What follows belongs to an exercise in optimizing a design on an open flow for small area, a short achievable clock period and few clock cycles per item; a production flow would make more cautious choices. Only simulation tests tie the RTL to the original design; equivalence was not proved. Power and IR drop assume default switching activity.

### design/flow/run.sh
#!/bin/bash
# synth_recipe.tcl (not shown) runs the flow's synth.tcl, then flattens the netlist and writes it again
# the make line also repeats each setting of config.mk as NAME=value (left out here)
make -C /OpenROAD-flow-scripts/flow DESIGN_CONFIG=/design/flow/config.mk WORK_HOME=/design/flow/orfs CLKGATE_MAP_FILE= SYNTH_SCRIPT=/design/flow/synth_recipe.tcl finish
### design/flow/config.mk
export PLATFORM = sky130hd
export DESIGN_NAME = rect_overlap_query_table
export DESIGN_NICKNAME = rect_overlap_query_table
export VERILOG_FILES = /design/flow/design.v
export SDC_FILE = /design/flow/constraint.sdc
export NUM_CORES = 4
export LEC_CHECK = 0
export CAP_MARGIN = 20
export CELL_PAD_IN_SITES_DETAIL_PLACEMENT = 1
export CELL_PAD_IN_SITES_GLOBAL_PLACEMENT = 1
export CORE_MARGIN = 2
export CORE_UTILIZATION = 30
export PLACE_DENSITY = 0.5
export SETUP_SLACK_MARGIN = 4.6
export SLEW_MARGIN = 20
### design/flow/constraint.sdc
create_clock -name core_clock -period 8.5 [get_ports {clk}]
set_input_delay 1.7000 -clock core_clock [delete_from_list [all_inputs] [get_ports {clk}]]
set_output_delay 1.7000 -clock core_clock [all_outputs]
set_load 0.01 [all_outputs]
### design/flow/design.v
package roqt_pkg;
	localparam int ID_W           = 5;
	localparam int IN_COORD_W     = 16;
	localparam int IN_SIZE_W      = 15;
	localparam int MAX_RECTS_DEF  = 32;
	localparam int COORD_BITS_DEF = 16;
	localparam logic [1:0] REQ_REGISTER = 2'd0;
	localparam logic [1:0] REQ_UPDATE   = 2'd1;
	localparam logic [1:0] REQ_QUERY    = 2'd2;
	localparam logic [1:0] ST_OK    = 2'd0;
	localparam logic [1:0] ST_FULL  = 2'd1;
	localparam logic [1:0] ST_UNREG = 2'd2;
endpackage
import roqt_pkg::*;
module rect_overlap_query_table #(
	parameter int MAX_RECTS  = roqt_pkg::MAX_RECTS_DEF,
	parameter int COORD_BITS = roqt_pkg::COORD_BITS_DEF
) (
	input  logic               clk,
	input  logic               arst_n,
	input  logic               req_valid,
	output logic               req_ready,
	input  logic [1:0]         req_type,
	input  logic [4:0]         req_entry_id,
	input  logic signed [15:0] req_pos_x,
	input  logic signed [15:0] req_pos_y,
	input  logic [14:0]        req_width,
	input  logic [14:0]        req_height,
	input  logic               req_active,
	output logic               resp_valid,
	input  logic               resp_ready,
	output logic [1:0]         resp_kind,
	output logic [4:0]         resp_result_id,
	output logic               resp_hit_valid,
	output logic [1:0]         resp_status,
	output logic               resp_last
);
	localparam int N = 32;
	logic [N-1:0][15:0] e_x, e_y;    
	logic [N-1:0][16:0] e_r, e_t;    
	logic [N-1:0]       e_act;       
	logic [N-1:0] used_q;            
	logic [5:0]   count_q;
	logic         a_vld;
	logic [1:0]   a_type;
	logic [4:0]   a_id;
	logic [N-1:0] a_sel;
	logic [15:0]  a_x, a_y;
	logic [16:0]  a_r, a_t;
	logic         a_act;
	logic accept;
	assign accept = req_valid && req_ready;
	always_ff @(posedge clk or negedge arst_n) begin
		if (!arst_n) a_vld <= 1'b0;
		else         a_vld <= accept && (req_type != 2'd3);
	end
	always_ff @(posedge clk) begin
		a_type <= req_type;
		a_id   <= req_entry_id;
		a_sel  <= N'(1) << req_entry_id;
		a_x    <= {~req_pos_x[15], req_pos_x[14:0]};
		a_y    <= {~req_pos_y[15], req_pos_y[14:0]};
		a_r    <= {1'b0, ~req_pos_x[15], req_pos_x[14:0]} + {2'b00, req_width};
		a_t    <= {1'b0, ~req_pos_y[15], req_pos_y[14:0]} + {2'b00, req_height};
		a_act  <= req_active;
	end
	logic a_reg, a_upd, a_qry, a_full, a_idok, a_inc;
	logic [N-1:0] a_cnt_sel, a_we;
	logic [1:0]   a_stat;
	logic [4:0]   a_rid;
	assign a_reg     = (a_type == REQ_REGISTER);
	assign a_upd     = (a_type == REQ_UPDATE);
	assign a_qry     = (a_type == REQ_QUERY);
	assign a_full    = used_q[N-1];
	assign a_idok    = |(a_sel & used_q);
	assign a_inc     = a_vld && a_reg && !a_full;
	assign a_cnt_sel = ~used_q & {used_q[N-2:0], 1'b1};
	assign a_we      = ({N{a_vld && a_reg}} & a_cnt_sel) |
		({N{a_vld && a_upd}} & a_sel & used_q);
	assign a_stat    = a_reg ? (a_full ? ST_FULL : ST_OK) : (a_idok ? ST_OK : ST_UNREG);
	assign a_rid     = a_reg ? (a_full ? 5'd0 : count_q[4:0]) : (a_idok ? a_id : 5'd0);
	always_ff @(posedge clk or negedge arst_n) begin
		if (!arst_n) begin
			count_q <= '0;
			used_q  <= '0;
		end else if (a_inc) begin
			count_q <= count_q + 6'd1;
			used_q  <= {used_q[N-2:0], 1'b1};
		end
	end
	genvar gi;
	generate
		for (gi = 0; gi < N; gi++) begin : g_ent
			always_ff @(posedge clk) begin
				if (a_we[gi]) begin
					e_x[gi]   <= a_x;
					e_y[gi]   <= a_y;
					e_r[gi]   <= a_r;
					e_t[gi]   <= a_t;
					e_act[gi] <= a_act;
				end
			end
		end
	endgenerate
	logic [15:0]  s_x, s_y;
	logic [16:0]  s_r, s_t;
	always_comb begin
		s_x = '0; s_y = '0; s_r = '0; s_t = '0;
		for (int i = 0; i < N; i++) begin
			s_x = s_x | ({16{a_sel[i]}} & e_x[i]);
			s_y = s_y | ({16{a_sel[i]}} & e_y[i]);
			s_r = s_r | ({17{a_sel[i]}} & e_r[i]);
			s_t = s_t | ({17{a_sel[i]}} & e_t[i]);
		end
	end
	logic         b_vld;
	logic [1:0]   b_kind, b_stat;
	logic [4:0]   b_id;
	logic [4:0]   b_q;
	logic         b_qok;
	logic [15:0]  b_x, b_y;
	logic [16:0]  b_r, b_t;
	always_ff @(posedge clk or negedge arst_n) begin
		if (!arst_n) b_vld <= 1'b0;
		else         b_vld <= a_vld;
	end
	always_ff @(posedge clk) begin
		b_kind <= a_type;
		b_stat <= a_stat;
		b_id   <= a_rid;
		b_q    <= a_id;
		b_qok  <= a_qry && a_idok;
		b_x    <= s_x;
		b_y    <= s_y;
		b_r    <= s_r;
		b_t    <= s_t;
	end
	function automatic logic le17(input logic [16:0] a, input logic [16:0] b);
		logic [31:0] g, l;
		g = '0;
		l = '0;
		g[16:0] = a & ~b;
		l[16:0] = ~a & b;
		for (int w = 1; w < 32; w = w * 2) begin
			for (int i = 0; i < 32; i = i + 2 * w) begin
				g[i] = g[i + w] | (~l[i + w] & g[i]);
				l[i] = l[i + w] | (~g[i + w] & l[i]);
			end
		end
		le17 = ~g[0];
	endfunction
	logic [N-1:0] b_hit;
	always_comb begin
		for (int i = 0; i < N; i++) begin
			b_hit[i] = used_q[i] && e_act[i] && (b_q != 5'(i)) &&
				le17({1'b0, b_x}, e_r[i]) && le17({1'b0, e_x[i]}, b_r) &&
				le17({1'b0, b_y}, e_t[i]) && le17({1'b0, e_y[i]}, b_t);
		end
	end
	localparam int RW = 2 + 2 + 5 + 1 + N;
	logic [RW-1:0] push_data;
	logic          push;
	assign push      = b_vld;
	assign push_data = {b_kind, b_stat, b_id, b_qok, b_hit};
	logic [2:0][RW-1:0] f_data;
	logic [1:0] f_wr, f_rd, f_cnt;
	logic          cur_vld;
	logic [1:0]    cur_kind, cur_stat;
	logic [4:0]    cur_id;
	logic          cur_qok;
	logic [N-1:0]  cur_h;
	logic          out_vld;
	logic [1:0]    out_kind, out_stat;
	logic [4:0]    out_id;
	logic          out_hit, out_last;
	logic free, emit, take_req, avail, take;
	logic [RW-1:0] head;
	logic [N-1:0]  h_rest, h_below;
	logic          h_any, h_two;
	logic          it_hit, it_last;
	logic [4:0]    it_id, h_low;
	always_comb begin
		logic [N-1:0] p;
		p = cur_h;
		for (int w = 1; w < N; w = w * 2) begin
			for (int i = N - 1; i >= w; i--) p[i] = p[i] | p[i - w];
		end
		h_below = ~{p[N-2:0], 1'b0};
	end
	assign h_rest = cur_h & ~h_below;
	always_comb begin
		logic [N-1:0] lowbit;
		lowbit = cur_h & h_below;
		for (int k = 0; k < 5; k++) begin
			h_low[k] = 1'b0;
			for (int i = 0; i < N; i++) begin
				if (((i >> k) & 1) == 1) h_low[k] = h_low[k] | lowbit[i];
			end
		end
	end
	always_comb begin
		logic [N-1:0] an, tw;
		an = cur_h;
		tw = '0;
		for (int w = 1; w < N; w = w * 2) begin
			for (int i = 0; i < N; i = i + 2 * w) begin
				tw[i] = tw[i] | tw[i + w] | (an[i] & an[i + w]);
				an[i] = an[i] | an[i + w];
			end
		end
		h_any = an[0];
		h_two = tw[0];
	end
	assign it_hit  = cur_qok && h_any;
	assign it_id   = cur_qok ? h_low : cur_id;
	assign it_last = !cur_qok || !h_two;
	assign free     = !out_vld || resp_ready;
	assign emit     = cur_vld && free;
	assign take_req = !cur_vld || (emit && it_last);
	assign avail    = (f_cnt != 2'd0) || push;
	assign take     = take_req && avail;
	assign head     = (f_cnt != 2'd0) ? f_data[f_rd] : push_data;
	always_ff @(posedge clk) begin
		if (push) f_data[f_wr] <= push_data;
	end
	always_ff @(posedge clk or negedge arst_n) begin
		if (!arst_n) begin
			f_wr    <= 2'd0;
			f_rd    <= 2'd0;
			f_cnt   <= 2'd0;
			cur_vld <= 1'b0;
			out_vld <= 1'b0;
		end else begin
			if (push) f_wr <= (f_wr == 2'd2) ? 2'd0 : f_wr + 2'd1;
			if (take) f_rd <= (f_rd == 2'd2) ? 2'd0 : f_rd + 2'd1;
			f_cnt <= f_cnt + {1'b0, push} - {1'b0, take};
			if (take_req) cur_vld <= avail;
			if (emit) out_vld <= 1'b1;
			else if (resp_ready) out_vld <= 1'b0;
		end
	end
	always_ff @(posedge clk) begin
		if (take) begin
			{cur_kind, cur_stat, cur_id, cur_qok, cur_h} <= head;
		end else if (emit) begin
			cur_h <= h_rest;
		end
		if (emit) begin
			out_kind <= cur_kind;
			out_stat <= cur_stat;
			out_id   <= it_id;
			out_hit  <= it_hit;
			out_last <= it_last;
		end
	end
	logic [2:0] inflight_n;
	logic       rdy_q;
	assign inflight_n = {2'b00, accept && (req_type != 2'd3)} + {2'b00, a_vld} +
		{1'b0, f_cnt + {1'b0, push} - {1'b0, take}} +
		{2'b00, take_req ? avail : cur_vld};
	always_ff @(posedge clk or negedge arst_n) begin
		if (!arst_n) rdy_q <= 1'b1;
		else         rdy_q <= (inflight_n <= 3'd3);
	end
	assign req_ready      = rdy_q;
	assign resp_valid     = out_vld;
	assign resp_kind      = out_kind;
	assign resp_result_id = out_id;
	assign resp_hit_valid = out_hit;
	assign resp_status    = out_stat;
	assign resp_last      = out_last;
endmodule
==> impl_metrics.py, run 1 <==
metrics = {
    "worst_hold_path": {
        "worstHoldPathType": "flip-flop to flip-flop",
    },
    "power": {
        "share_of_total_power_consumed_by_net_switching_pct": 34.4,
        "leakage_power_nw": 51.6,
        "power_dissipated_by_switching_net_loads_mw": 14.1,
        "intPower_mw": 26.7,
        "share_clk_of_total_power_pct": 36.0,
        "pwr-share-seq_pct": 37.7,
        "power_density_nw_per_um2": 254,
        "p_total_mw": 40.8,
        "part_of_the_total_power_dissipated_in_combinational_logic_pct": 26.3,
        "power.ir.vdd_worst_v": 0.000281,
    },
    "worst_setup_path": {
        "worstSetupEndpointType": "flip-flop",
        "timing.setup.critical_path_class": "flip-flop to flip-flop",
        "critical_path_rt_ns": 9.23,
        "cp-start-kind": "flip-flop",
        "cp_max_fo": 8,
        "cp.arrival_ns": 4.96,
    },
    "global_routing": {
        "grtUsageTotal_pct": 35.1,
        "initial_antenna_violation_count": 71,
        "grt_pass1_wl_um": 1060000,
        "grt-ovfl-total": 0,
        "grt_start_max_net_pins": 61,
        "first_global_vias": 110968,
    },
    "place": {
        "dp_worst_setup_slack_ns": 2.45,
        "port-buffer-count": 86,
        "globalplace.congestion": 0.977,
        "dp.final_hpwl_um": 545000,
        "numPlacedInstances": 16546,
    },
    "timing": {
        "hold_ws_ns": 0.359,
        "max-slew-margin-rel_pct": 14.0,
        "report.final.hold_viol_count": 0,
        "rsz0062_at_grt": "yes",
        "fmax_mhz": 237,
        "setup_viol_count_final": 0,
        "period_minus_slack_ns": 4.23,
        "worst_tran_pin_value_ns": 1.28,
        "report.final.slew_viol_count": 0,
        "fin_skew_ns": 0.0616,
        "final_critical_path_setup_slack_ns": 4.27,
        "tns_ns": 0,
        "fin_crit_sh_pct": 49.7,
    },
    "final_layout": {
        "final_layout_size_suffix_gt1_share_pct": 18.0,
        "area_delta_synth_final_pct": 23.5,
        "finish.net_count": 11617,
        "post_layout_nonfiller_instances": 17565,
        "fillers": 45567,
    },
    "clock_tree": {
        "cts_tree": "done",
        "clock_tree.root_cell": "sky130_fd_sc_hd__clkbuf_16",
        "htreeDepth": 5,
        "cts_made_buffers": 319,
        "clock_path_buffers": 4,
        "insertion_delay_ns": 1.06,
        "clk_pin_slew_worst_setup_hold_paths_ns": 0.06,
        "cts-hold-fix-buffers": 0,
        "cts_sinks": 2558,
    },
    "floorplan": {
        "initial_utilization_pct": 30.1,
        "floorplan.rows": 242,
        "fp.coreArea_um2": 434000,
        "io_pins": 87,
        "die_area_um2": 440000,
        "chipWidth_um": 663,
        "fp.dieH_um": 663,
    },
    "yosys": {
        "netlist-cell-type-count": 108,
        "synth_largest_area_cell": "sky130_fd_sc_hd__edfxtp_1",
        "syn-instance-count": 11023,
        "synth-async-reset-ratio_pct": 1.88,
        "synth-seq-area-share_pct": 57.3,
        "synthTopCellsByCount": "sky130_fd_sc_hd__edfxtp_1 (2323), sky130_fd_sc_hd__maj3_1 (924), sky130_fd_sc_hd__a22oi_1 (875)",
        "most_instantiated_library_cell_after_synthesis": "sky130_fd_sc_hd__edfxtp_1",
        "synth.net_count": 11140,
        "syn-cell-area_um2": 130000,
        "yosysWarningCount": 1,
        "synth_area_leaders": "sky130_fd_sc_hd__edfxtp_1 (54%), sky130_fd_sc_hd__maj3_1 (7.1%), sky130_fd_sc_hd__a22oi_1 (5.0%), sky130_fd_sc_hd__dfxtp_1 (2.9%), sky130_fd_sc_hd__nand2b_1 (2.5%)",
        "postSynth.topFlopCell": "sky130_fd_sc_hd__edfxtp_1",
        "ys_ff_latch": 2558,
        "synth_enable_flop_cells": 2323,
        "syn_avg_cell_area_um2": 11.8,
        "fraction_of_synthesized_cell_area_taken_by_the_top_area_cell_type_pct": 53.5,
    },
    "route": {
        "drt.antenna.violating_nets": 0,
        "routed_wire_length_per_instance_um": 45.9,
        "routed-via-count": 115834,
        "routed_wirelength_um": 807000,
        "dr.pass1.iters": 10,
        "drc": 0,
        "vias_per_cell": 6.59,
        "drt_iter0_markers": 18850,
    },
    "flow_run": {
        "drv.max_cap_violation_count": 0,
    },
    "status": {
        "run_status": "finished clean",
    },
}
[sequential cells by signal, indices dropped and copies added (netlist names), 126 cells and up]
register / flops
e_r: 544
e_t: 544
e_x: 512
e_y: 512
f_data: 126
[area by class of cell]
class                      instances  area [um^2]  area share, %
timing repair buffer             877        10000           6.24
clock buffer                     412         8700           5.41
timing repair inverter             3         20.0         0.0124
sequential                      2558        75000           46.6
antenna                           64          160         0.0995
inverter                         387         1690           1.05
tap                             5734         7170           4.46
clock inverter                   176         2210           1.37
multi-input combinational       7354        55900           34.8
[power groups by stage]
stage	logic (mW)	registers (mW)	clock network [mW]
6_report	10.7	15.4	14.7
5_1_grt	11.0	15.4	15.2
4_1_cts	9.95	15.4	14.8
3_5_place_dp	8.44	15.6	0
3_3_place_gp	8.37	15.6	0
2_1_floorplan	4.36	15.4	0
[stage by stage]
step / util [%] / instance area [um^2]
3_3_place_gp: 32.2 / 140000
2_1_floorplan: - / 131000
5_1_grt: 37.1 / 161000
4_1_cts: 36.6 / 158000
3_5_place_dp: 32.3 / 140000
6_report: 37.1 / 161000
[placed cells by master, fill, tap and decap left out, drive strengths merged, types with 187 or more instances in the layout]
| cell | netlist | final |
|---|---|---|
| a21oi | 408 | 408 |
| a221oi | 210 | 210 |
| a22o | 194 | 194 |
| a22oi | 875 | 875 |
| buf | 262 | 734 |
| clkbuf | 464 | 424 |
| dfxtp | 187 | 187 |
| edfxtp | 2323 | 2323 |
| inv | 369 | 369 |
| maj3 | 935 | 935 |
| nand2 | 510 | 510 |
| nand2b | 529 | 529 |
| nand3 | 246 | 246 |
| nor2 | 424 | 424 |
| nor2b | 506 | 506 |
| o21ai | 428 | 428 |
| o22ai | 188 | 188 |
[repair_timing]
action,4_1_cts,5_1_grt
pin swaps,193,158
cloned,56,10
setup endpoints to repair,309,319
resized for setup,1019,286
buffers inserted,200,100
[critical path: stages (launching register included)]
cell and delay, ns:
sky130_fd_sc_hd__dfxtp_2 0.34, sky130_fd_sc_hd__buf_8 0.13, sky130_fd_sc_hd__clkinvlp_4 0.13, sky130_fd_sc_hd__buf_12 0.17, sky130_fd_sc_hd__maj3_2 0.30, sky130_fd_sc_hd__maj3_2 0.37, sky130_fd_sc_hd__a2111oi_4 0.37, sky130_fd_sc_hd__buf_4 0.18
sky130_fd_sc_hd__o211ai_1 0.51, sky130_fd_sc_hd__o2111a_2 0.50, sky130_fd_sc_hd__nor3b_4 0.21, sky130_fd_sc_hd__mux2i_2 0.27, sky130_fd_sc_hd__nand2_2 0.15, sky130_fd_sc_hd__o21ai_2 0.11, sky130_fd_sc_hd__o221ai_1 0.14
[layer usage]
metal / vias up / wire length [um] / track usage [%]
met3: 1924 / 96500 / 10.3
li1: 44690 / - / -
met5: - / 258 / 0
met1: 60813 / 321000 / 46.9
met2: 8369 / 334000 / 50.5
met4: 38 / 55500 / 20.1
[final timing paths]
| path | from | endpoint | slack (ns) | depth (start not counted) |
|---|---|---|---|---|
| worst max-delay path | b_y[1]$_DFF_P_ | f_data[88]$_DFFE_PP_ | 4.27 | 14 |
| worst min-delay path | a_id[1]$_DFF_P_ | b_q[1]$_DFF_P_ | 0.36 | 0 |
| worst max register to register | b_y[1]$_DFF_P_ | f_data[88]$_DFFE_PP_ | 4.27 | 14 |
| worst min register to register | a_id[1]$_DFF_P_ | b_q[1]$_DFF_P_ | 0.36 | 0 |
| max in group asynchronous | arst_n | b_vld$_DFF_PN0_ | 7.03 | 2 |
| min in group asynchronous | arst_n | f_wr[1]$_DFFE_PN0P_ | 0.85 | 2 |
[logic make-up (layout without fill, tap and decap cells)]
| kind of cell | after synthesis | after routing | synth area share (%) |
|---|---|---|---|
| other | 0 | 64 | 0 |
| AO/OA/AOI/OAI | 3408 | 3408 | 18.9 |
| AND/OR/NAND/NOR | 2826 | 2828 | 11.7 |
| buffers and inverters | 1113 | 1855 | 3.32 |
| multiplexers | 111 | 111 | 0.904 |
| adder cells (fa/ha/maj) | 978 | 978 | 7.63 |
| flip-flops | 2558 | 2558 | 57.3 |
| XOR/XNOR | 29 | 29 | 0.195 |
Testbench counts, summed over its fixed seeds: cycles 7,107, items 4,800.
==> run 2, diff against run 1 <==
--- a/design/flow/design.v
+++ b/design/flow/design.v
@@ -51,4 +51,19 @@
 	logic accept;
 	assign accept = req_valid && req_ready;
+	function automatic logic [16:0] add16(input logic [15:0] a, input logic [15:0] b);
+		logic [15:0] g, p, gg, pp, c;
+		g  = a & b;
+		p  = a ^ b;
+		gg = g;
+		pp = p;
+		for (int w = 1; w < 16; w = w * 2) begin
+			for (int i = 15; i >= w; i--) begin
+				gg[i] = gg[i] | (pp[i] & gg[i - w]);
+				pp[i] = pp[i] & pp[i - w];
+			end
+		end
+		c = {gg[14:0], 1'b0};
+		add16 = {gg[15], p ^ c};
+	endfunction
 	always_ff @(posedge clk or negedge arst_n) begin
 		if (!arst_n) a_vld <= 1'b0;
@@ -61,10 +76,10 @@
 		a_x    <= {~req_pos_x[15], req_pos_x[14:0]};
 		a_y    <= {~req_pos_y[15], req_pos_y[14:0]};
-		a_r    <= {1'b0, ~req_pos_x[15], req_pos_x[14:0]} + {2'b00, req_width};
-		a_t    <= {1'b0, ~req_pos_y[15], req_pos_y[14:0]} + {2'b00, req_height};
+		a_r    <= add16({~req_pos_x[15], req_pos_x[14:0]}, {1'b0, req_width});
+		a_t    <= add16({~req_pos_y[15], req_pos_y[14:0]}, {1'b0, req_height});
 		a_act  <= req_active;
 	end
 	logic a_reg, a_upd, a_qry, a_full, a_idok, a_inc;
-	logic [N-1:0] a_cnt_sel, a_we;
+	logic [N-1:0] a_we, used_n, cnt_sel_n, we_n;
 	logic [1:0]   a_stat;
 	logic [4:0]   a_rid;
@@ -75,7 +90,12 @@
 	assign a_idok    = |(a_sel & used_q);
 	assign a_inc     = a_vld && a_reg && !a_full;
-	assign a_cnt_sel = ~used_q & {used_q[N-2:0], 1'b1};
-	assign a_we      = ({N{a_vld && a_reg}} & a_cnt_sel) |
-		({N{a_vld && a_upd}} & a_sel & used_q);
+	assign used_n    = a_inc ? {used_q[N-2:0], 1'b1} : used_q;
+	assign cnt_sel_n = ~used_n & {used_n[N-2:0], 1'b1};
+	assign we_n      = ({N{accept && (req_type == REQ_REGISTER)}} & cnt_sel_n) |
+		({N{accept && (req_type == REQ_UPDATE)}} & (N'(1) << req_entry_id) & used_n);
+	always_ff @(posedge clk or negedge arst_n) begin
+		if (!arst_n) a_we <= '0;
+		else         a_we <= we_n;
+	end
 	assign a_stat    = a_reg ? (a_full ? ST_FULL : ST_OK) : (a_idok ? ST_OK : ST_UNREG);
 	assign a_rid     = a_reg ? (a_full ? 5'd0 : count_q[4:0]) : (a_idok ? a_id : 5'd0);
@@ -158,11 +178,28 @@
 		end
 	end
+	logic         c_vld;
+	logic [1:0]   c_kind, c_stat;
+	logic [4:0]   c_id;
+	logic         c_qok;
+	logic [N-1:0] c_hit;
+	always_ff @(posedge clk or negedge arst_n) begin
+		if (!arst_n) c_vld <= 1'b0;
+		else         c_vld <= b_vld;
+	end
+	always_ff @(posedge clk) begin
+		c_kind <= b_kind;
+		c_stat <= b_stat;
+		c_id   <= b_id;
+		c_qok  <= b_qok;
+		c_hit  <= b_hit;
+	end
 	localparam int RW = 2 + 2 + 5 + 1 + N;
 	logic [RW-1:0] push_data;
 	logic          push;
-	assign push      = b_vld;
-	assign push_data = {b_kind, b_stat, b_id, b_qok, b_hit};
-	logic [2:0][RW-1:0] f_data;
-	logic [1:0] f_wr, f_rd, f_cnt;
+	assign push      = c_vld;
+	assign push_data = {c_kind, c_stat, c_id, c_qok, c_hit};
+	logic [3:0][RW-1:0] f_data;
+	logic [1:0] f_wr, f_rd;
+	logic [2:0] f_cnt;
 	logic          cur_vld;
 	logic [1:0]    cur_kind, cur_stat;
@@ -218,21 +255,26 @@
 	assign emit     = cur_vld && free;
 	assign take_req = !cur_vld || (emit && it_last);
-	assign avail    = (f_cnt != 2'd0) || push;
+	assign avail    = (f_cnt != 3'd0) || push;
 	assign take     = take_req && avail;
-	assign head     = (f_cnt != 2'd0) ? f_data[f_rd] : push_data;
-	always_ff @(posedge clk) begin
-		if (push) f_data[f_wr] <= push_data;
-	end
+	assign head     = (f_cnt != 3'd0) ? f_data[f_rd] : push_data;
+	genvar gf;
+	generate
+		for (gf = 0; gf < 4; gf++) begin : g_fifo
+			always_ff @(posedge clk) begin
+				if (push && (f_wr == 2'(gf))) f_data[gf] <= push_data;
+			end
+		end
+	endgenerate
 	always_ff @(posedge clk or negedge arst_n) begin
 		if (!arst_n) begin
 			f_wr    <= 2'd0;
 			f_rd    <= 2'd0;
-			f_cnt   <= 2'd0;
+			f_cnt   <= 3'd0;
 			cur_vld <= 1'b0;
 			out_vld <= 1'b0;
 		end else begin
-			if (push) f_wr <= (f_wr == 2'd2) ? 2'd0 : f_wr + 2'd1;
-			if (take) f_rd <= (f_rd == 2'd2) ? 2'd0 : f_rd + 2'd1;
-			f_cnt <= f_cnt + {1'b0, push} - {1'b0, take};
+			if (push) f_wr <= f_wr + 2'd1;
+			if (take) f_rd <= f_rd + 2'd1;
+			f_cnt <= f_cnt + {2'b00, push} - {2'b00, take};
 			if (take_req) cur_vld <= avail;
 			if (emit) out_vld <= 1'b1;
@@ -254,12 +296,18 @@
 		end
 	end
-	logic [2:0] inflight_n;
+	logic       arrive, depart;
+	logic [2:0] occ_q;
 	logic       rdy_q;
-	assign inflight_n = {2'b00, accept && (req_type != 2'd3)} + {2'b00, a_vld} +
-		{1'b0, f_cnt + {1'b0, push} - {1'b0, take}} +
-		{2'b00, take_req ? avail : cur_vld};
-	always_ff @(posedge clk or negedge arst_n) begin
-		if (!arst_n) rdy_q <= 1'b1;
-		else         rdy_q <= (inflight_n <= 3'd3);
+	assign arrive = accept && (req_type != 2'd3);
+	assign depart = emit && it_last;
+	always_ff @(posedge clk or negedge arst_n) begin
+		if (!arst_n) begin
+			occ_q <= 3'd0;
+			rdy_q <= 1'b1;
+		end else begin
+			occ_q <= occ_q + {2'b00, arrive} - {2'b00, depart};
+			rdy_q <= (occ_q <= 3'd3) || ((occ_q == 3'd4) && (!arrive || depart)) ||
+				((occ_q == 3'd5) && depart);
+		end
 	end
 	assign req_ready      = rdy_q;
--- a/design/flow/config.mk
+++ b/design/flow/config.mk
@@ -12,4 +12,4 @@
 export CORE_UTILIZATION = 30
 export PLACE_DENSITY = 0.5
-export SETUP_SLACK_MARGIN = 4.6
+export SETUP_SLACK_MARGIN = 4.8
 export SLEW_MARGIN = 20
==> run 2 against run 1 <==
Compared with the run above:
- critical endpoint is now c_hit[22]$_DFF_P_
- final cell count is 7.0% lower
- still clean
- worst hold slack worse by 0.042 ns
- total power is 7.6% lower
==> impl_metrics.py, run 2 <==
metrics = {
    "route": {
        "drt.antenna.violating_nets": 0,
        "drt_iter0_markers": 17727,
        "routed_wirelength_um": 730000,
        "routed-via-count": 106838,
        "drc": 0,
        "routed_wire_length_per_instance_um": 44.7,
        "dr.pass1.iters": 7,
        "vias_per_cell": 6.54,
    },
    "worst_setup_path": {
        "rr_worst_depth": 7,
        "cp-start-kind": "flip-flop",
        "cp.arrival_ns": 4.61,
        "critical_path_rt_ns": 9.34,
        "cp_max_fo": 50,
        "worstSetupEndpointType": "flip-flop",
        "timing.setup.critical_path_class": "flip-flop to flip-flop",
    },
    "timing": {
        "period_minus_slack_ns": 3.77,
        "report.final.slew_viol_count": 0,
        "setup_viol_count_final": 0,
        "hold_ws_ns": 0.317,
        "rsz0062_at_grt": "yes",
        "fmax_mhz": 265,
        "report.final.hold_viol_count": 0,
        "fin_skew_ns": 0.0805,
        "final_critical_path_setup_slack_ns": 4.73,
        "tns_ns": 0,
        "max-slew-margin-rel_pct": 13.7,
        "worst_tran_pin_value_ns": 1.29,
        "fin_crit_sh_pct": 44.4,
    },
    "final_layout": {
        "footprint_of_the_flip_flops_and_latches_um2": 78100,
        "area_delta_synth_final_pct": 17.3,
        "fillers": 44281,
        "final_layout_size_suffix_gt1_share_pct": 13.7,
        "multiInputGateArea_um2": 45800,
        "biggestRegsByFlops": "e_r (544), e_t (544)",
        "finish.utilization_pct": 35.3,
        "most_used_cells_in_the_layout_excluding_fill_and_tap_cells": "sky130_fd_sc_hd__edfxtp_1 (2365), sky130_fd_sc_hd__a22oi_1 (881), sky130_fd_sc_hd__a21oi_1 (757)",
        "finish.net_count": 10627,
        "final_common_cell": "sky130_fd_sc_hd__edfxtp_1",
    },
    "floorplan": {
        "chipWidth_um": 652,
        "fp.coreArea_um2": 419000,
        "floorplan.rows": 238,
        "io_pins": 87,
        "fp.dieH_um": 652,
        "initial_utilization_pct": 30.1,
        "die_area_um2": 426000,
    },
    "yosys": {
        "yosysWarningCount": 1,
        "syn-cell-area_um2": 126000,
        "syn_avg_cell_area_um2": 12.2,
        "synth.net_count": 10468,
        "syn-instance-count": 10350,
        "synthTopCellsByCount": "sky130_fd_sc_hd__edfxtp_1 (2365), sky130_fd_sc_hd__a22oi_1 (884), sky130_fd_sc_hd__a21oi_1 (782)",
        "fraction_of_synthesized_cell_area_taken_by_the_top_area_cell_type_pct": 56.3,
        "synth-async-reset-ratio_pct": 3.17,
        "most_instantiated_library_cell_after_synthesis": "sky130_fd_sc_hd__edfxtp_1",
        "postSynth.topFlopCell": "sky130_fd_sc_hd__edfxtp_1",
        "ys_ff_latch": 2679,
        "netlist-cell-type-count": 97,
        "synth_area_leaders": "sky130_fd_sc_hd__edfxtp_1 (56%), sky130_fd_sc_hd__a22oi_1 (5.3%), sky130_fd_sc_hd__maj3_1 (4.6%), sky130_fd_sc_hd__dfxtp_1 (3.6%), sky130_fd_sc_hd__a21oi_1 (3.1%)",
        "synth_enable_flop_cells": 2365,
        "synth-seq-area-share_pct": 61.6,
        "synth_largest_area_cell": "sky130_fd_sc_hd__edfxtp_1",
    },
    "global_routing": {
        "grtUsageTotal_pct": 33.0,
        "grt-ovfl-total": 0,
        "grt_pass1_wl_um": 963000,
        "grt_start_max_net_pins": 72,
        "first_global_vias": 102616,
        "initial_antenna_violation_count": 53,
    },
    "power": {
        "power_density_nw_per_um2": 255,
        "power_dissipated_by_switching_net_loads_mw": 12.1,
        "pwr-share-seq_pct": 42.0,
        "leakage_power_nw": 47.7,
        "part_of_the_total_power_dissipated_in_combinational_logic_pct": 19.5,
        "intPower_mw": 25.7,
        "power.ir.vdd_worst_v": 0.000272,
        "p_total_mw": 37.7,
        "share_of_total_power_consumed_by_net_switching_pct": 32.0,
        "share_clk_of_total_power_pct": 38.5,
    },
    "clock_tree": {
        "cts_tree": "done",
        "clock_tree.root_cell": "sky130_fd_sc_hd__clkbuf_16",
        "htreeDepth": 5,
        "clock_path_buffers": 4,
        "insertion_delay_ns": 1.04,
        "clk_pin_slew_worst_setup_hold_paths_ns": 0.06,
        "cts_sinks": 2679,
        "cts_made_buffers": 329,
    },
    "place": {
        "port-buffer-count": 86,
        "globalplace.congestion": 1.02,
        "dp.final_hpwl_um": 494000,
        "dp_worst_setup_slack_ns": 2.99,
    },
    "status": {
        "run_status": "finished clean",
    },
    "worst_hold_path": {
        "hold_depth": 0,
        "worstHoldPathType": "flip-flop to flip-flop",
    },
    "flow_run": {
        "drv.max_cap_violation_count": 0,
    },
}
run 2: cell types whose count changed in the layout (fill, tap and decap cells not counted), moves of 41 or more:
| cell | change |
|---|---|
| sky130_fd_sc_hd__buf_12 | -78 |
| sky130_fd_sc_hd__mux4_2 | +41 |
| sky130_fd_sc_hd__o21ai_0 | +396 |
| sky130_fd_sc_hd__maj3_1 | -307 |
| sky130_fd_sc_hd__o211ai_1 | -79 |
| sky130_fd_sc_hd__a21oi_1 | +395 |
| sky130_fd_sc_hd__dfxtp_1 | +54 |
| sky130_fd_sc_hd__edfxtp_1 | +42 |
| sky130_fd_sc_hd__nand2_1 | -44 |
| sky130_fd_sc_hd__buf_4 | -173 |
| sky130_fd_sc_hd__nor2_1 | +112 |
| sky130_fd_sc_hd__nand2b_1 | -387 |
| sky130_fd_sc_hd__nor2b_1 | -405 |
| sky130_fd_sc_hd__bufbuf_16 | -41 |
run 2: layout make-up:
class,count,area share [%]
Tap cell,5520,4.67
Sequential cell,2679,52.7
Multi-Input combinational cell,6584,30.9
Clock buffer,437,6.04
Clock inverter,170,1.24
Timing Repair Buffer,524,3.29
Antenna cell,35,0.0592
Inverter,390,1.06
Timing Repair inverter,1,0.00507
run 2: power by group through the flow:
| stage | logic [mW] | clock network, mW | registers [mW] |
|---|---|---|---|
| 2_1_floorplan | 3.46 | 0 | 15.8 |
| 3_3_place_gp | 6.53 | 0 | 16.1 |
| 3_5_place_dp | 6.61 | 0 | 16.1 |
| 4_1_cts | 6.92 | 14.6 | 15.8 |
| 5_1_grt | 7.53 | 15.1 | 15.9 |
| 6_report | 7.34 | 14.5 | 15.8 |
run 2: worst paths after layout:
kind,endpoint,start,slack [ns]
max in group asynchronous,a_we[13]$_DFF_PN0_,arst_n,6.55
max,c_hit[22]$_DFF_P_,b_y[14]$_DFF_P_,4.73
min in group asynchronous,f_cnt[0]$_DFF_PN0_,arst_n,0.54
max reg2reg,c_hit[22]$_DFF_P_,b_y[14]$_DFF_P_,4.73
min reg2reg,c_id[1]$_DFF_P_,b_id[1]$_DFF_P_,0.32
min,c_id[1]$_DFF_P_,b_id[1]$_DFF_P_,0.32
run 2: kinds of logic (layout without fill, tap and decap cells):
logic type,Yosys count,in the layout,synth area share [%]
buffers and inverters,1087,1522,3.29
DFF,2679,2679,61.6
muxes,142,142,1.59
other,0,35,0
adders and majority gates,666,666,5.44
xor gates and xnor gates,30,30,0.208
and+or+nand+nor,1893,1893,7.30
AOI/OAI and AO/OA,3853,3853,20.6
run 2: per-stage QoR:
step,cell area (um^2),std cells
after floorplan,126000,10350
after global placement,134000,15623
after detailed placement,135000,15628
after CTS,147000,16276
after global routing,148000,16313
final,148000,16340
run 2: worst max-delay path, stage by stage, from the launching register on:
cell                       delay (ns)
sky130_fd_sc_hd__dfxtp_1         0.31
sky130_fd_sc_hd__buf_4           0.33
sky130_fd_sc_hd__clkinv_1        0.26
sky130_fd_sc_hd__buf_6           0.33
sky130_fd_sc_hd__a221oi_2        0.68
sky130_fd_sc_hd__o221ai_1        0.40
sky130_fd_sc_hd__o41ai_4         1.17
sky130_fd_sc_hd__a211oi_1        0.09
run 2: timing repair:
item | CTS | global route
buffers inserted | 34 | 26
gates cloned | 7 | 3
setup endpoints to repair | 105 | 47
resized for setup | 288 | 180
pin swaps | 38 | 53
hold endpoints to repair | 0 | 0
hold buffers | 0 | 0
run 2: layer usage:
metal	track usage (%)	wire [um]
met5	0	112
met4	19.4	51000
met2	47.4	303000
met1	45.3	299000
met3	7.73	77800
Testbench counts of run 2, summed over its fixed seeds: cycles 7,107, items 4,800.
==> run 3, diff against run 2 <==
--- a/design/flow/config.mk
+++ b/design/flow/config.mk
@@ -11,5 +11,7 @@
 export CORE_MARGIN = 2
 export CORE_UTILIZATION = 30
+export CTS_CLUSTER_DIAMETER = 70
+export CTS_CLUSTER_SIZE = 30
 export PLACE_DENSITY = 0.5
-export SETUP_SLACK_MARGIN = 4.8
+export SETUP_SLACK_MARGIN = 5.0
 export SLEW_MARGIN = 20
==> run 3 against run 2 <==
Compared with the run above:
- die area is the same
- clock power shrank 15%
- first-iteration DRC count shrank 5.6%
- combinational power grew 5.2%
- final cell count shrank 0.66%
- critical path depth grew 6
- worst hold slack gained 0.017 ns
- count of clock-buffer cells in the layout shrank 196
- sequential cell count is the same
- via count shrank 0.68%
- largest power group unchanged
==> impl_metrics.py, run 3 <==
metrics = {
    "timing": {
        "worst_tran_pin_value_ns": 1.29,
        "tns_ns": 0,
        "report.final.slew_viol_count": 0,
        "fmax_mhz": 267,
        "setup_viol_count_final": 0,
        "rsz0062_at_grt": "yes",
        "fin_skew_ns": 0.0811,
        "fin_crit_sh_pct": 44.0,
        "final_critical_path_setup_slack_ns": 4.76,
        "max-slew-margin-rel_pct": 14.2,
        "report.final.hold_viol_count": 0,
        "hold_ws_ns": 0.334,
        "period_minus_slack_ns": 3.74,
    },
    "final_layout": {
        "fillers": 44208,
        "most_used_cells_in_the_layout_excluding_fill_and_tap_cells": "sky130_fd_sc_hd__edfxtp_1 (2365), sky130_fd_sc_hd__a22oi_1 (876), sky130_fd_sc_hd__a21oi_1 (742)",
        "finish.net_count": 10605,
        "biggestRegsByFlops": "e_r (544), e_t (544)",
        "fin_area_um2": 147000,
        "area_delta_synth_final_pct": 16.9,
        "finish.utilization_pct": 35.2,
        "post_layout_nonfiller_instances": 16232,
        "final_common_cell": "sky130_fd_sc_hd__edfxtp_1",
        "final_layout_size_suffix_gt1_share_pct": 15.4,
    },
    "worst_setup_path": {
        "cp_max_fo": 35,
        "cp-start-kind": "flip-flop",
        "rr_worst_depth": 13,
        "timing.setup.critical_path_class": "flip-flop to flip-flop",
        "critical_path_rt_ns": 9.45,
        "r2r-start": "b_y[12]$_DFF_P_",
        "worstPathCellList": "buf_4 > clkinvlp_4 > buf_8 > nor2_1 > o21ai_1 > o21ai_0 > a221o_1 > a311oi_2 > o221ai_2 > a211oi_4 > o41ai_2 > buf_4 > a211oi_1",
        "worst_path_largest_cell_delay_ns": 0.48,
        "worst_path_max_delay_cell": "sky130_fd_sc_hd__a221o_1",
        "worstReg2RegEnd": "c_hit[22]$_DFF_P_",
        "crit_path_frequent_cell": "sky130_fd_sc_hd__buf_4",
        "rrSetupSlack_ns": 4.76,
        "worstSetupEndpointType": "flip-flop",
        "cp.arrival_ns": 4.69,
    },
    "global_routing": {
        "grtUsageTotal_pct": 33.4,
        "grt_start_max_net_pins": 65,
        "grt-ovfl-total": 0,
        "grt_pass1_wl_um": 967000,
        "first_global_vias": 101225,
        "initial_antenna_violation_count": 52,
    },
    "yosys": {
        "most_instantiated_library_cell_after_synthesis": "sky130_fd_sc_hd__edfxtp_1",
        "postSynth.topFlopCell": "sky130_fd_sc_hd__edfxtp_1",
        "syn-cell-area_um2": 126000,
        "synth_enable_flop_cells": 2365,
        "synth.net_count": 10468,
        "ys_ff_latch": 2679,
        "synthTopCellsByCount": "sky130_fd_sc_hd__edfxtp_1 (2365), sky130_fd_sc_hd__a22oi_1 (884), sky130_fd_sc_hd__a21oi_1 (782)",
        "synth_largest_area_cell": "sky130_fd_sc_hd__edfxtp_1",
        "synth_area_leaders": "sky130_fd_sc_hd__edfxtp_1 (56%), sky130_fd_sc_hd__a22oi_1 (5.3%), sky130_fd_sc_hd__maj3_1 (4.6%), sky130_fd_sc_hd__dfxtp_1 (3.6%), sky130_fd_sc_hd__a21oi_1 (3.1%)",
        "netlist-cell-type-count": 97,
        "syn_avg_cell_area_um2": 12.2,
        "fraction_of_synthesized_cell_area_taken_by_the_top_area_cell_type_pct": 56.3,
        "syn-instance-count": 10350,
        "yosysWarningCount": 1,
        "synth-seq-area-share_pct": 61.6,
        "synth-async-reset-ratio_pct": 3.17,
    },
    "power": {
        "p_total_mw": 35.8,
        "leakage_power_nw": 47.1,
        "power_density_nw_per_um2": 243,
        "power.ir.vdd_worst_v": 0.000386,
    },
    "route": {
        "vias_per_cell": 6.54,
        "drc": 0,
        "routed_wirelength_um": 736000,
        "routed-via-count": 106108,
        "drt_iter0_markers": 16730,
        "drt.antenna.violating_nets": 0,
        "routed_wire_length_per_instance_um": 45.3,
        "dr.pass1.iters": 9,
    },
    "worst_hold_path": {
        "worstHoldPathType": "flip-flop to flip-flop",
        "timing.hold.worst_endpoint": "c_id[3]$_DFF_P_",
        "hold_depth": 0,
        "worst_hold_startpoint": "b_id[3]$_DFF_P_",
    },
    "floorplan": {
        "die_area_um2": 426000,
        "fp.dieH_um": 652,
        "fp.coreArea_um2": 419000,
        "initial_utilization_pct": 30.1,
        "chipWidth_um": 652,
        "floorplan.rows": 238,
        "io_pins": 87,
    },
    "status": {
        "run_status": "finished clean",
    },
    "clock_tree": {
        "cts_sinks": 2679,
        "cts_made_buffers": 234,
        "clock_tree.root_cell": "sky130_fd_sc_hd__clkbuf_16",
        "htreeDepth": 4,
        "clk_pin_slew_worst_setup_hold_paths_ns": 0.09,
        "clock_path_buffers": 4,
        "cts_tree": "done",
        "insertion_delay_ns": 1.08,
    },
    "place": {
        "numPlacedInstances": 15617,
        "globalplace.congestion": 1.01,
        "dp.final_hpwl_um": 502000,
        "port-buffer-count": 86,
        "placed_cell_area_um2": 135000,
        "dp_worst_setup_slack_ns": 2.97,
    },
    "flow_run": {
        "drv.max_cap_violation_count": 0,
    },
}
-- run 3: worst max-delay path by stage --
stage	startpoint	endpoint	slack, ns	depth (start not counted)
2_1_floorplan	resp_ready	f_cnt[2]$_DFF_PN0_	4.88	13
3_3_place_gp	req_pos_x[1]	a_r[13]$_DFF_P_	2.90	12
3_5_place_dp	req_pos_x[1]	a_r[13]$_DFF_P_	2.97	12
4_1_cts	b_y[13]$_DFF_P_	c_hit[22]$_DFF_P_	4.79	12
5_1_grt	b_x[1]$_DFF_P_	c_hit[6]$_DFF_P_	4.85	11
6_report	b_y[12]$_DFF_P_	c_hit[22]$_DFF_P_	4.76	13
-- run 3: logic make-up (layout without fill, tap and decap cells) --
group                    after synthesis  after routing  synth area share, %
buffers and inverters               1087           1428                 3.29
XOR/XNOR                              30             30                0.208
multiplexers                         142            142                 1.59
adder cells (fa/ha/maj)              666            666                 5.44
flip-flops                          2679           2679                 61.6
other                                  0             21                    0
AO/OA/AOI/OAI                       3853           3853                 20.6
AND/OR/NAND/NOR                     1893           1893                 7.30
-- run 3: power breakdown --
part           switching, mW  internal [mW]
logic                   5.31           2.41
registers              0.741           15.1
clock network           6.46           5.80
-- run 3: timing repair --
action	4_1_cts	5_1_grt
resized for setup	507	225
cloned	5	8
setup endpoints to repair	140	81
pin swaps	76	105
hold buffers	0	0
buffers inserted	97	44
-- run 3: cell type report --
cell class	count	area [um^2]	share of cell area [%]
repair inverters	1	5.00	0.00339
well taps	5520	6910	4.68
diodes	21	52.6	0.0356
multi-input cells	6584	46600	31.6
repair buffers	597	5610	3.80
clock buffers	241	5930	4.03
flip-flops and latches	2679	78100	53.0
inverters	390	1630	1.11
clock inverters	199	2550	1.73
-- run 3: worst max-delay path: cells and delay by family, from the launching register on --
family | cells | cell delay (ns)
flops | 1 | 0.32
simple gates | 1 | 0.07
compound gates | 8 | 2.33
buf+inv | 4 | 0.83
-- run 3: per-layer routing --
layer / GRT usage [%] / part of all wire (%) / wire (um)
met4: 19.0 / 6.8 / 50300
met5: 0.0679 / 0.029 / 212
met3: 7.58 / 10 / 75900
met2: 48.2 / 42 / 307000
met1: 45.8 / 41 / 303000
==> run 4, diff against run 3 <==
--- a/design/flow/config.mk
+++ b/design/flow/config.mk
@@ -13,5 +13,5 @@
 export CTS_CLUSTER_DIAMETER = 70
 export CTS_CLUSTER_SIZE = 30
-export PLACE_DENSITY = 0.5
+export PLACE_DENSITY = 0.6
 export SETUP_SLACK_MARGIN = 5.0
 export SLEW_MARGIN = 20
==> run 4 against run 3 <==
Compared with the run above:
- routed wire length is 4.9% lower
- critical path depth shrank 2
- first-iteration DRC count is 11% higher
- sequential power hardly changed
- largest power group unchanged
- still clean on timing, DRC and antenna
- fmax increased by 2.4%
- clock power decreased by 6%
- register-to-register slack better by 0.09 ns
- die area unchanged
- area after synthesis unchanged
- setup slack improved by 0.088 ns
==> impl_metrics.py, run 4 <==
metrics = {
    "status": {
        "run_status": "finished clean",
    },
    "flow_run": {
        "drv.max_cap_violation_count": 0,
    },
    "place": {
        "dp_worst_setup_slack_ns": 3.11,
        "dp.final_hpwl_um": 472000,
        "globalplace.congestion": 1.03,
        "port-buffer-count": 86,
        "placed_cell_area_um2": 134000,
        "numPlacedInstances": 15587,
    },
    "yosys": {
        "syn-cell-area_um2": 126000,
        "synth_area_leaders": "sky130_fd_sc_hd__edfxtp_1 (56%), sky130_fd_sc_hd__a22oi_1 (5.3%), sky130_fd_sc_hd__maj3_1 (4.6%), sky130_fd_sc_hd__dfxtp_1 (3.6%), sky130_fd_sc_hd__a21oi_1 (3.1%)",
        "syn_avg_cell_area_um2": 12.2,
        "fraction_of_synthesized_cell_area_taken_by_the_top_area_cell_type_pct": 56.3,
        "synthTopCellsByCount": "sky130_fd_sc_hd__edfxtp_1 (2365), sky130_fd_sc_hd__a22oi_1 (884), sky130_fd_sc_hd__a21oi_1 (782)",
        "synth_xor_area_share_pct": 0.208,
        "synth_largest_area_cell": "sky130_fd_sc_hd__edfxtp_1",
        "synth-async-reset-ratio_pct": 3.17,
        "synth.net_count": 10468,
        "most_instantiated_library_cell_after_synthesis": "sky130_fd_sc_hd__edfxtp_1",
        "syn-instance-count": 10350,
        "yosys.area_share.simple_pct": 7.30,
        "combinational_family_with_the_most_area_after_synthesis": "compound AO/OA/AOI/OAI gates",
        "netlist-cell-type-count": 97,
        "synth_enable_flop_cells": 2365,
        "yosysWarningCount": 1,
        "synthAdderAreaFrac_pct": 5.44,
        "postSynth.topFlopCell": "sky130_fd_sc_hd__edfxtp_1",
        "ys_ff_latch": 2679,
        "yosys-mux-area-fraction_pct": 1.59,
        "synth-seq-area-share_pct": 61.6,
        "synth_compound_gate_area_share_pct": 20.6,
    },
    "timing": {
        "period_minus_slack_ns": 3.65,
        "report.final.slew_viol_count": 0,
        "max-slew-margin-rel_pct": 14.9,
        "tns_ns": 0,
        "final_critical_path_setup_slack_ns": 4.85,
        "setup_viol_count_final": 0,
        "fmax_mhz": 274,
        "rsz0062_at_grt": "yes",
        "fin_crit_sh_pct": 43.0,
        "fin_skew_ns": 0.0947,
        "worst_tran_pin_value_ns": 1.28,
        "report.final.hold_viol_count": 0,
    },
    "final_layout": {
        "finish.net_count": 10588,
        "biggestRegsByFlops": "e_r (544), e_t (544)",
        "final_common_cell": "sky130_fd_sc_hd__edfxtp_1",
        "final_layout_size_suffix_gt1_share_pct": 14.8,
        "fillers": 44411,
        "most_used_cells_in_the_layout_excluding_fill_and_tap_cells": "sky130_fd_sc_hd__edfxtp_1 (2365), sky130_fd_sc_hd__a22oi_1 (883), sky130_fd_sc_hd__a21oi_1 (749)",
        "area_delta_synth_final_pct": 16.1,
        "fin_area_um2": 147000,
        "post_layout_nonfiller_instances": 16200,
    },
    "clock_tree": {
        "clock_tree.root_cell": "sky130_fd_sc_hd__clkbuf_16",
        "htreeDepth": 4,
        "clk_pin_slew_worst_setup_hold_paths_ns": 0.10,
        "clock_path_buffers": 4,
        "cts-hold-fix-buffers": 0,
        "cts_sinks": 2679,
        "insertion_delay_ns": 1.01,
        "cts_made_buffers": 212,
        "cts_tree": "done",
    },
    "floorplan": {
        "die_area_um2": 426000,
        "io_pins": 87,
        "floorplan.rows": 238,
        "chipWidth_um": 652,
        "initial_utilization_pct": 30.1,
        "fp.dieH_um": 652,
        "fp.coreArea_um2": 419000,
    },
    "worst_setup_path": {
        "worstPathCellList": "buf_4 > inv_1 > buf_4 > a21oi_1 > nor2_1 > maj3_1 > maj3_1 > o21ai_1 > o2111ai_1 > nand4b_1 > nor4b_2",
        "timing.setup.critical_path_class": "flip-flop to flip-flop",
        "critical_path_rt_ns": 9.36,
        "critical_path.n_buffers_inverters": 3,
        "worstSetupEndpointType": "flip-flop",
        "worst_path_largest_cell_delay_ns": 0.53,
        "cp-start-kind": "flip-flop",
        "worst_path_max_delay_cell": "sky130_fd_sc_hd__o21ai_1",
        "cp.arrival_ns": 4.51,
        "crit_family": "compound AO/OA/AOI/OAI gates",
        "cp_max_fo": 42,
    },
    "power": {
        "leakage_power_nw": 46.7,
        "power.ir.vdd_worst_v": 0.000386,
        "power_density_nw_per_um2": 240,
    },
    "global_routing": {
        "first_global_vias": 102114,
        "grtUsageTotal_pct": 31.6,
        "grt_start_max_net_pins": 70,
        "initial_antenna_violation_count": 58,
        "grt-ovfl-total": 0,
        "grt_pass1_wl_um": 930000,
    },
    "route": {
        "drt.antenna.violating_nets": 0,
        "routed-via-count": 107216,
        "routed_wire_length_per_instance_um": 43.2,
        "dr.pass1.iters": 6,
        "vias_per_cell": 6.62,
        "drt_iter0_markers": 18595,
        "routed_wirelength_um": 700000,
        "drc": 0,
    },
    "worst_hold_path": {
        "worstHoldPathType": "flip-flop to flip-flop",
    },
}
-- run 4: cell count changes in the layout (fill, tap and decap cells not counted), moves of 8 or more --
cell / before / now
sky130_fd_sc_hd__buf_12: 34 / 25
sky130_fd_sc_hd__buf_4: 413 / 424
sky130_fd_sc_hd__buf_6: 42 / 33
sky130_fd_sc_hd__clkbuf_16: 242 / 217
sky130_fd_sc_hd__clkinv_8: 35 / 22
sky130_fd_sc_hd__diode_2: 21 / 29
sky130_fd_sc_hd__inv_8: 41 / 22
sky130_fd_sc_hd__maj3_1: 543 / 554
sky130_fd_sc_hd__maj3_2: 77 / 67
-- run 4: path summary, 6_finish.rpt --
path | start | endpoint | slack, ns | cells past startpoint
max | b_x[7]$_DFF_P_ | c_hit[16]$_DFF_P_ | 4.85 | 11
min | b_id[2]$_DFF_P_ | c_id[2]$_DFF_P_ | 0.34 | 0
max reg2reg | b_x[7]$_DFF_P_ | c_hit[16]$_DFF_P_ | 4.85 | 11
min reg2reg | b_id[2]$_DFF_P_ | c_id[2]$_DFF_P_ | 0.34 | 0
max in group asynchronous | arst_n | a_we[9]$_DFF_PN0_ | 6.55 | 2
min in group asynchronous | arst_n | occ_q[0]$_DFF_PN0_ | 0.55 | 1
-- run 4: timing repair --
action | in CTS | in global routing
gates resized for setup | 448 | 212
endpoints found under the hold margin | 0 | 0
endpoints found under the setup margin | 104 | 84
pin swaps | 68 | 80
setup buffers | 104 | 66
gates cloned | 15 | 2
-- run 4: cell type report --
type | count | area [um^2] | share of cell area (%)
flip-flops and latches | 2679 | 78100 | 53.3
multi-input cells | 6585 | 46300 | 31.6
well taps | 5520 | 6910 | 4.71
repair buffers | 598 | 5600 | 3.82
clock buffers | 229 | 5500 | 3.76
clock inverters | 166 | 2320 | 1.59
inverters | 390 | 1650 | 1.13
diodes | 29 | 72.6 | 0.0495
repair inverters | 4 | 25.0 | 0.0171
-- run 4: worst register-to-register path: stages (launching register included) --
cell	delay [ns]
sky130_fd_sc_hd__dfxtp_1	0.33
sky130_fd_sc_hd__buf_4	0.39
sky130_fd_sc_hd__inv_1	0.12
sky130_fd_sc_hd__buf_4	0.32
sky130_fd_sc_hd__a21oi_1	0.27
sky130_fd_sc_hd__nor2_1	0.08
sky130_fd_sc_hd__maj3_1	0.41
sky130_fd_sc_hd__maj3_1	0.37
sky130_fd_sc_hd__o21ai_1	0.53
sky130_fd_sc_hd__o2111ai_1	0.22
sky130_fd_sc_hd__nand4b_1	0.38
sky130_fd_sc_hd__nor4b_2	0.11
-- run 4: logic make-up after synthesis --
| group | after synthesis |
|---|---|
| buffers and inverters | 1087 |
| adder cells (fa/ha/maj) | 666 |
| XOR/XNOR | 30 |
| AND/OR/NAND/NOR | 1893 |
| multiplexers | 142 |
| AO/OA/AOI/OAI | 3853 |
| flip-flops | 2679 |
-- run 4: stage by stage --
stage	util, %	hold WS (ns)	power, mW
final	34.9	0.338	35.1
after CTS	34.6	0.338	34.6
after global routing	34.9	0.346	35.7
after global placement	32.0	0.314	22.4
after floorplan	-	0.310	19.3
after detailed placement	32.0	0.313	22.5
-- run 4: routing by layer --
layer | global-route usage (%) | vias up | part of all wire, %
li1 | - | 41466 | -
met1 | 42.2 | 55453 | 39
met2 | 45.2 | 8440 | 41
met3 | 7.73 | 1825 | 12
met4 | 20.9 | 32 | 8.0
met5 | 0.260 | - | 0.050
-- run 4: power breakdown --
part	leakage, nW	internal (mW)	switching [mW]
combinational	18.6	2.47	5.12
sequential	24.4	15.1	0.792
clock	3.76	5.49	6.12
total	46.7	23.0	12.0
==> run 5, diff against run 4 <==
--- a/design/flow/design.v
+++ b/design/flow/design.v
@@ -170,10 +170,11 @@
 		le17 = ~g[0];
 	endfunction
-	logic [N-1:0] b_hit;
+	logic [N-1:0] b_c0, b_c1, b_c2, b_c3;
 	always_comb begin
 		for (int i = 0; i < N; i++) begin
-			b_hit[i] = used_q[i] && e_act[i] && (b_q != 5'(i)) &&
-				le17({1'b0, b_x}, e_r[i]) && le17({1'b0, e_x[i]}, b_r) &&
-				le17({1'b0, b_y}, e_t[i]) && le17({1'b0, e_y[i]}, b_t);
+			b_c0[i] = used_q[i] && e_act[i] && (b_q != 5'(i)) && le17({1'b0, b_x}, e_r[i]);
+			b_c1[i] = le17({1'b0, e_x[i]}, b_r);
+			b_c2[i] = le17({1'b0, b_y}, e_t[i]);
+			b_c3[i] = le17({1'b0, e_y[i]}, b_t);
 		end
 	end
@@ -182,5 +183,5 @@
 	logic [4:0]   c_id;
 	logic         c_qok;
-	logic [N-1:0] c_hit;
+	logic [N-1:0] c_c0, c_c1, c_c2, c_c3, c_hit;
 	always_ff @(posedge clk or negedge arst_n) begin
 		if (!arst_n) c_vld <= 1'b0;
@@ -192,6 +193,10 @@
 		c_id   <= b_id;
 		c_qok  <= b_qok;
-		c_hit  <= b_hit;
+		c_c0   <= b_c0;
+		c_c1   <= b_c1;
+		c_c2   <= b_c2;
+		c_c3   <= b_c3;
 	end
+	assign c_hit = c_c0 & c_c1 & c_c2 & c_c3;
 	localparam int RW = 2 + 2 + 5 + 1 + N;
 	logic [RW-1:0] push_data;
--- a/design/flow/config.mk
+++ b/design/flow/config.mk
@@ -11,7 +11,5 @@
 export CORE_MARGIN = 2
 export CORE_UTILIZATION = 30
-export CTS_CLUSTER_DIAMETER = 70
-export CTS_CLUSTER_SIZE = 30
-export PLACE_DENSITY = 0.6
+export PLACE_DENSITY = 0.5
 export SETUP_SLACK_MARGIN = 5.0
 export SLEW_MARGIN = 20
==> run 5 against run 4 <==
Compared with the run above:
- die area rose by 2.1%
- largest cell class unchanged
- highest routed layer unchanged
- critical path type unchanged
- area after synthesis rose by 2.1%
- sequential share of layout area fell by 0.32 points
- sequential cell count rose by 96
==> impl_metrics.py, run 5 <==
metrics = {
    "status": {
        "run_status": "finished clean",
    },
    "place": {
        "placed_cell_area_um2": 137000,
        "dp.final_hpwl_um": 438000,
        "port-buffer-count": 86,
        "numPlacedInstances": 15929,
        "globalplace.congestion": 0.907,
    },
    "global_routing": {
        "grt-ovfl-total": 0,
        "grt_pass1_wl_um": 888000,
        "grt_start_max_net_pins": 72,
        "initial_antenna_violation_count": 70,
        "first_global_vias": 99606,
        "grtUsageTotal_pct": 29.3,
    },
    "timing": {
        "rsz0062_at_grt": "yes",
        "report.final.slew_viol_count": 0,
        "fmax_mhz": 282,
        "hold_ws_ns": 0.326,
        "setup_viol_count_final": 0,
        "fin_skew_ns": 0.0591,
        "report.final.hold_viol_count": 0,
        "fin_crit_sh_pct": 41.7,
        "period_minus_slack_ns": 3.54,
        "tns_ns": 0,
        "worst_tran_pin_value_ns": 1.21,
        "max-slew-margin-rel_pct": 19.4,
    },
    "final_layout": {
        "fin_area_um2": 151000,
        "final_layout_size_suffix_gt1_share_pct": 13.2,
        "most_used_cells_in_the_layout_excluding_fill_and_tap_cells": "sky130_fd_sc_hd__edfxtp_1 (2365), sky130_fd_sc_hd__a22oi_1 (825), sky130_fd_sc_hd__a21oi_1 (733)",
        "finish.utilization_pct": 35.3,
        "finish.net_count": 10763,
        "footprint_of_the_flip_flops_and_latches_um2": 80000,
        "area_delta_synth_final_pct": 17.2,
        "biggestRegsByFlops": "e_r (544), e_t (544)",
        "post_layout_nonfiller_instances": 16754,
        "fillers": 45144,
        "final_common_cell": "sky130_fd_sc_hd__edfxtp_1",
        "multiInputGateArea_um2": 46600,
    },
    "worst_setup_path": {
        "worst_path_largest_cell_delay_ns": 0.64,
        "cp_max_fo": 10,
        "worstReg2RegEnd": "c_c1[31]$_DFF_P_",
        "rrSetupSlack_ns": 4.96,
        "rr_worst_depth": 11,
        "worstPathCellList": "buf_12 > clkinvlp_4 > a21boi_0 > a2111oi_4 > a2111oi_1 > a2111o_1 > nand2_1 > maj3_1 > a21oi_1 > nor3_1 > o21bai_1",
        "worst_path_max_delay_cell": "sky130_fd_sc_hd__a2111oi_1",
        "worstSetupEndpointType": "flip-flop",
        "worstSetupStartpoint": "b_r[0]$_DFF_P_",
        "timing.setup.critical_path_class": "flip-flop to flip-flop",
        "cp.arrival_ns": 4.45,
        "crit_end": "c_c1[31]$_DFF_P_",
        "r2r-start": "b_r[0]$_DFF_P_",
        "critical_path_rt_ns": 9.40,
        "cp-start-kind": "flip-flop",
    },
    "yosys": {
        "yosysWarningCount": 1,
        "synth.net_count": 10692,
        "synthTopCellsByCount": "sky130_fd_sc_hd__edfxtp_1 (2365), sky130_fd_sc_hd__a22oi_1 (825), sky130_fd_sc_hd__a21oi_1 (750)",
        "netlist-cell-type-count": 88,
        "ys_ff_latch": 2775,
        "syn_avg_cell_area_um2": 12.2,
        "synth-async-reset-ratio_pct": 3.06,
        "synth_enable_flop_cells": 2365,
        "fraction_of_synthesized_cell_area_taken_by_the_top_area_cell_type_pct": 55.1,
        "syn-instance-count": 10574,
        "synth_largest_area_cell": "sky130_fd_sc_hd__edfxtp_1",
        "synth-seq-area-share_pct": 61.8,
        "most_instantiated_library_cell_after_synthesis": "sky130_fd_sc_hd__edfxtp_1",
        "synth_area_leaders": "sky130_fd_sc_hd__edfxtp_1 (55%), sky130_fd_sc_hd__dfxtp_1 (5.1%), sky130_fd_sc_hd__a22oi_1 (4.8%), sky130_fd_sc_hd__maj3_1 (4.5%), sky130_fd_sc_hd__a21oi_1 (2.9%)",
        "syn-cell-area_um2": 129000,
        "postSynth.topFlopCell": "sky130_fd_sc_hd__edfxtp_1",
    },
    "route": {
        "vias_per_cell": 6.21,
        "route.met3.wl_um": 59500,
        "dr_wl_met2_um": 281000,
        "drt.antenna.violating_nets": 0,
        "routed_wire_length_per_instance_um": 39.5,
        "drt_iter0_markers": 15448,
        "dr.pass1.iters": 8,
        "routed-via-count": 104081,
        "wl_met1_um": 296000,
        "drc": 0,
        "routed_wirelength_um": 662000,
        "maxUsedRoutingLayer": "met5",
    },
    "floorplan": {
        "io_pins": 87,
        "initial_utilization_pct": 30.1,
        "fp.coreArea_um2": 427000,
        "fp.dieH_um": 659,
        "die_area_um2": 435000,
        "chipWidth_um": 659,
        "floorplan.rows": 240,
    },
    "clock_tree": {
        "clock_path_buffers": 4,
        "cts_tree": "done",
        "cts_sinks": 2775,
        "htreeDepth": 5,
        "cts-hold-fix-buffers": 0,
        "insertion_delay_ns": 0.99,
        "clk_pin_slew_worst_setup_hold_paths_ns": 0.06,
        "clock_tree.root_cell": "sky130_fd_sc_hd__clkbuf_16",
        "cts_made_buffers": 335,
    },
    "worst_hold_path": {
        "worstHoldPathType": "flip-flop to flip-flop",
    },
    "power": {
        "power_density_nw_per_um2": 254,
        "leakage_power_nw": 49.4,
        "power.ir.vdd_worst_v": 0.000163,
    },
    "flow_run": {
        "drv.max_cap_violation_count": 0,
    },
}
run 5: layer usage:
layer | up-vias | track usage (%)
met5 | - | 0
met4 | 6 | 11.1
met3 | 913 | 4.74
met2 | 5967 | 42.4
met1 | 55026 | 43.6
li1 | 42169 | -
run 5: timing repair:
action / 4_1_cts / 5_1_grt
buffers inserted: 37 / 18
setup endpoints to repair: 226 / 115
gates cloned: 8 / 2
pin swaps: 64 / 90
gates resized for setup: 339 / 225
run 5: worst min-delay path by stage:
stage / startpoint / to / slack (ns) / cells after the start
3_5_place_dp: b_id[4]$_DFF_P_ / c_id[4]$_DFF_P_ / 0.31 / 0
6_report: b_qok$_DFF_P_ / c_qok$_DFF_P_ / 0.33 / 0
5_1_grt: b_kind[1]$_DFF_P_ / c_kind[1]$_DFF_P_ / 0.34 / 0
3_3_place_gp: b_id[2]$_DFF_P_ / c_id[2]$_DFF_P_ / 0.31 / 0
4_1_cts: b_id[4]$_DFF_P_ / c_id[4]$_DFF_P_ / 0.33 / 0
2_1_floorplan: b_id[0]$_DFF_P_ / c_id[0]$_DFF_P_ / 0.31 / 0
run 5: kinds of logic (layout without fill, tap and decap cells):
group	after synthesis	in the layout	share of synthesized area [%]
buf+inv	1123	1477	3.30
xor+xnor	33	33	0.224
flops	2775	2775	61.8
compound gates	3830	3830	20.3
mux	153	153	1.64
other cells	0	139	0
fa+ha+maj	650	650	5.19
simple gates	2010	2010	7.49
run 5: cell type report:
class,count,area share [%]
clock inverter,170,1.14
inverter,432,1.10
tap,5687,4.72
antenna,139,0.230
timing repair inverter,2,0.00829
timing repair buffer,423,2.64
multi-input combinational,6676,30.9
sequential,2775,53.0
clock buffer,450,6.27
run 5: power by group:
part           total [mW]  internal [mW]  leakage [nW]  switching [mW]
Sequential           16.7           15.7          25.1            1.03
Combinational        6.66           2.21          18.8            4.46
Clock                15.0           8.69          5.47            6.35
Total                38.4           26.6          49.4            11.8
run 5: worst max-delay path, delay by kind of cell, from the launching register on:
kind / cells / cell delay [ns]
compound gates: 6 / 1.82
simple gates: 2 / 0.24
buf+inv: 2 / 0.40
fa+ha+maj: 1 / 0.54
flops: 1 / 0.44
run 5: through the flow:
stage | total power [mW] | worst slack [ns]
final | 38.4 | 4.96
after global routing | 39.4 | 4.90
after CTS | 38.2 | 4.85
after detailed placement | 23.0 | 3.15
after global placement | 22.9 | 3.11
after floorplan | 20.0 | 4.80
Testbench counts of run 5, summed over its fixed seeds: cycles 7,107, items 4,800.

==> re-timing with driven ports <==
The flow's constraints put no driver on any port. The routed layouts listed below were extracted and timed again, unchanged, in two steps.
Step 1 sets driving cells, clkbuf_16 on the clock port and buf_2 on the other inputs (assumed; they add their load-dependent delay and slew).
Step 2 also shifts input and output timing later by t, the mid clock arrival at the registers, as if the neighbouring blocks saw the same clock.
a / b / c = no drivers / after step 1 / after step 2; a / b = the first two.
run | t (ns) | slack for setup (ns) | latest minus earliest clock arrival (ns)
run 1 | 1.127 | 4.273 / 4.273 / 3.845 | 0.061 / 0.062
run 2 | 1.122 | 4.725 / 4.725 / 3.919 | 0.082 / 0.082
run 3 | 1.129 | 4.760 / 4.760 / 4.068 | 0.087 / 0.088
run 4 | 1.073 | 4.848 / 4.848 / 4.152 | 0.098 / 0.098
run 5 | 1.072 | 4.956 / 4.956 / 4.041 | 0.062 / 0.062
After both steps setup and hold are still met in every run listed. For run 5, which loses most, drivers alone change the setup slack by 0.000 ns; drivers and shift together by -0.915 ns.
